This design comes from an exercise in tuning for small area, a short achievable clock period and few clock cycles per item on the open sky130 flow, not from production work.
In this exercise RTL edits were held to simulation tests only and were not proved equivalent to the original.

// aes_block_cipher
module aes_block_cipher (
  input  logic                      clk_i,
  input  logic                      rst_ni,
  input  logic                      in_valid_i,
  output logic                      in_stall_o,
  input  logic [128:0]              in_data_i,    
  output logic                      out_valid_o,
  input  logic                      out_stall_i,
  output logic [127:0]              out_data_o,   
  input  logic                      psel,
  input  logic                      penable,
  input  logic                      pwrite,
  input  logic [aes_pkg::PaddrW-1:0] paddr,
  input  logic [63:0]               pwdata,
  output logic [63:0]               prdata,
  output logic                      pready
);
Settings: LEC_CHECK=0, CAP_MARGIN=20, CORE_MARGIN=2, CORE_UTILIZATION=40, PLACE_DENSITY=0.5, SETUP_SLACK_MARGIN=4.5, SLEW_MARGIN=20; clock period 10.0 ns.
standard.sh (not shown) runs the stock make flow with config.mk's settings and CLKGATE_MAP_FILE= SYNTH_SCRIPT=/design/flow/synth_recipe.tcl, a recipe that flattens the netlist after the stock synthesis.
==> flow/flow/run.sh <==
#!/bin/bash
# Own layout flow: the standard flow (standard.sh) unchanged, except that
#  - the synthesis's ABC technology-mapping step runs flow/abc.script (area-recovering &nf
#    mapping) in place of ORFS's abc_speed.script; registers are mapped before ABC runs, so
#    they are the standard ones;
#  - clock tree synthesis runs with its usual arguments plus -dont_use_dummy_load (no dummy
#    load cells added to balance the tree), building the tree from clkbuf_8 cells only.
set -euo pipefail
here=$(pwd)
cat > "$here/own_synth.tcl" <<TCL
# replace the -script argument of every abc call with this flow's mapping script
proc abc {args} {
  set i [lsearch -exact \$args -script]
  if {\$i >= 0} { set args [lreplace \$args [expr {\$i + 1}] [expr {\$i + 1}] $here/flow/abc.script] }
  yosys abc {*}\$args
}
source $here/synth_recipe.tcl
TCL
sed "s#SYNTH_SCRIPT=[^ ]*#SYNTH_SCRIPT=$here/own_synth.tcl#" standard.sh > own_standard.sh
bash own_standard.sh "CTS_ARGS=-sink_clustering_enable -repair_clock_nets -dont_use_dummy_load -buf_list sky130_fd_sc_hd__clkbuf_8" \
  finish > "$here/flow.log" 2>&1
==> flow/flow/abc.script <==
&get -n
&st
&dch
&nf -R 1000
&put
topo
stime -c
buffer -c
upsize -c
dnsize -c
The starting point completed without violations.
Testbench counts at the start, summed over its fixed seeds: cycles 17,529, blocks 1,280.
==> next run, changes <==
==> flow/flow/run.sh (replaced) <==
#!/bin/bash
# Own layout flow: the standard flow (standard.sh) unchanged, except that the synthesis's
# ABC technology-mapping step runs flow/abc.script (area-recovering &nf mapping) in place of
# ORFS's abc_speed.script. Registers are mapped before ABC runs, so they are the standard ones.
set -euo pipefail
here=$(pwd)
cat > "$here/own_synth.tcl" <<TCL
# replace the -script argument of every abc call with this flow's mapping script
proc abc {args} {
  set i [lsearch -exact \$args -script]
  if {\$i >= 0} { set args [lreplace \$args [expr {\$i + 1}] [expr {\$i + 1}] $here/flow/abc.script] }
  yosys abc {*}\$args
}
source $here/synth_recipe.tcl
TCL
sed "s#SYNTH_SCRIPT=[^ ]*#SYNTH_SCRIPT=$here/own_synth.tcl#" standard.sh > own_standard.sh
bash own_standard.sh > "$here/flow.log" 2>&1
What happened: Die area is unchanged. Utilization rose by 0.62 points. Worst setup slack is worse by 0.0039 ns. Cell count is about the same.
==> next run, changes <==
==> flow/flow/run.sh (replaced) <==
#!/bin/bash
# Own layout flow: the standard flow (standard.sh) unchanged, except that
#  - the synthesis's ABC technology-mapping step runs flow/abc.script (area-recovering &nf
#    mapping) in place of ORFS's abc_speed.script; registers are mapped before ABC runs, so
#    they are the standard ones;
#  - clock tree synthesis runs with its usual arguments plus -dont_use_dummy_load (no dummy
#    load cells added to balance the tree).
set -euo pipefail
here=$(pwd)
cat > "$here/own_synth.tcl" <<TCL
# replace the -script argument of every abc call with this flow's mapping script
proc abc {args} {
  set i [lsearch -exact \$args -script]
  if {\$i >= 0} { set args [lreplace \$args [expr {\$i + 1}] [expr {\$i + 1}] $here/flow/abc.script] }
  yosys abc {*}\$args
}
source $here/synth_recipe.tcl
TCL
sed "s#SYNTH_SCRIPT=[^ ]*#SYNTH_SCRIPT=$here/own_synth.tcl#" standard.sh > own_standard.sh
bash own_standard.sh "CTS_ARGS=-sink_clustering_enable -repair_clock_nets -dont_use_dummy_load" \
  finish > "$here/flow.log" 2>&1
What happened:
- setup slack loses 0.0066 ns
- synthesized cell count is unchanged
- via count hardly moves
- sequential share of layout area rises by 0.33 points
- fmax is about the same
- clock-buffer cell count is lower by 89
- utilization shrinks by 0.52 points
- routed wire length barely changes

========
Another version of the RTL of aes_block_cipher (not shown whole).
Size in the first run: about 12,000 cells after synthesis, about 1,600 flip-flops, about 400 I/O pins.
export LEC_CHECK = 0
export CAP_MARGIN = 20
export CORE_MARGIN = 2
export CORE_UTILIZATION = 40
export PLACE_DENSITY = 0.5
export SETUP_SLACK_MARGIN = 4.5
export SLEW_MARGIN = 20
create_clock -name core_clock -period 10.0 [get_ports {clk_i}]
==> flow/flow/run.sh <==
#!/bin/bash
# Own layout flow: the standard flow (standard.sh) unchanged, except that
#  - the synthesis's ABC technology-mapping step runs flow/abc.script (area-recovering &nf
#    mapping) in place of ORFS's abc_speed.script; registers are mapped before ABC runs, so
#    they are the standard ones;
#  - clock tree synthesis runs with its usual arguments plus -dont_use_dummy_load (no dummy
#    load cells added to balance the tree), building the tree from clkbuf_8 cells only.
set -euo pipefail
here=$(pwd)
cat > "$here/own_synth.tcl" <<TCL
# replace the -script argument of every abc call with this flow's mapping script
proc abc {args} {
  set i [lsearch -exact \$args -script]
  if {\$i >= 0} { set args [lreplace \$args [expr {\$i + 1}] [expr {\$i + 1}] $here/flow/abc.script] }
  yosys abc {*}\$args
}
source $here/synth_recipe.tcl
TCL
sed "s#SYNTH_SCRIPT=[^ ]*#SYNTH_SCRIPT=$here/own_synth.tcl#" standard.sh > own_standard.sh
bash own_standard.sh "CTS_ARGS=-sink_clustering_enable -repair_clock_nets -dont_use_dummy_load -buf_list sky130_fd_sc_hd__clkbuf_8" \
  finish > "$here/flow.log" 2>&1
Scripts as last shown in full above: flow/flow/abc.script
Testbench counts at the start, summed over its fixed seeds: cycles 17,529, blocks 1,280.
Next try:
SETUP_SLACK_MARGIN = 4.75   (was 4.5)
Design area increases by 2.1%.
Synthesized area stays the same.
Sequential cell count does not change.
Worst setup slack is better by 0.18 ns.
Core utilization came out higher by 0.96 points.
Wire length hardly moves.

## static timing again, ports no longer ideal
In the flow no input, the clock included, has a driving cell. The finished layouts below were timed again as built, in two steps.
Step 1: set_driving_cell puts a clkbuf_16 on clk_i and a buf_2 on each other input, an assumption about the parent block.
Step 2, shift: input delay + t, output delay - t, t = (earliest + latest rising clock arrival at the registers) / 2. This alone moves slack from input paths to output paths.
Slacks: ideal ports / drivers / drivers and shift; pairs: ideal ports / drivers.
run | shift t [ns] | setup WS [ns] | hold slack, ns | clock arrival spread, ns | worst register clock-pin slew, ns
the first run of note 1 | 1.137 | 4.476 / 4.436 / 3.683 | 0.352 / 0.352 / 0.352 | 0.142 / 0.141 | 0.07 / 0.07
the second run of note 1 | 0.964 | 4.472 / 4.445 / 3.750 | 0.352 / 0.352 / 0.352 | 0.105 / 0.105 | 0.07 / 0.07
the third run of note 1 | 0.958 | 4.465 / 4.438 / 3.747 | 0.350 / 0.350 / 0.350 | 0.107 / 0.107 | 0.06 / 0.06
the first run of note 2 | 1.139 | 4.408 / 4.341 / 3.728 | 0.343 / 0.343 / 0.343 | 0.139 / 0.139 | 0.06 / 0.06
the second run of note 2 | 1.142 | 4.586 / 4.517 / 3.853 | 0.343 / 0.343 / 0.343 | 0.151 / 0.151 | 0.07 / 0.07
After both steps setup and hold are still met in every run listed. For the first run of note 1, which loses most, drivers alone change the setup slack by -0.040 ns; drivers and shift together by -0.793 ns.
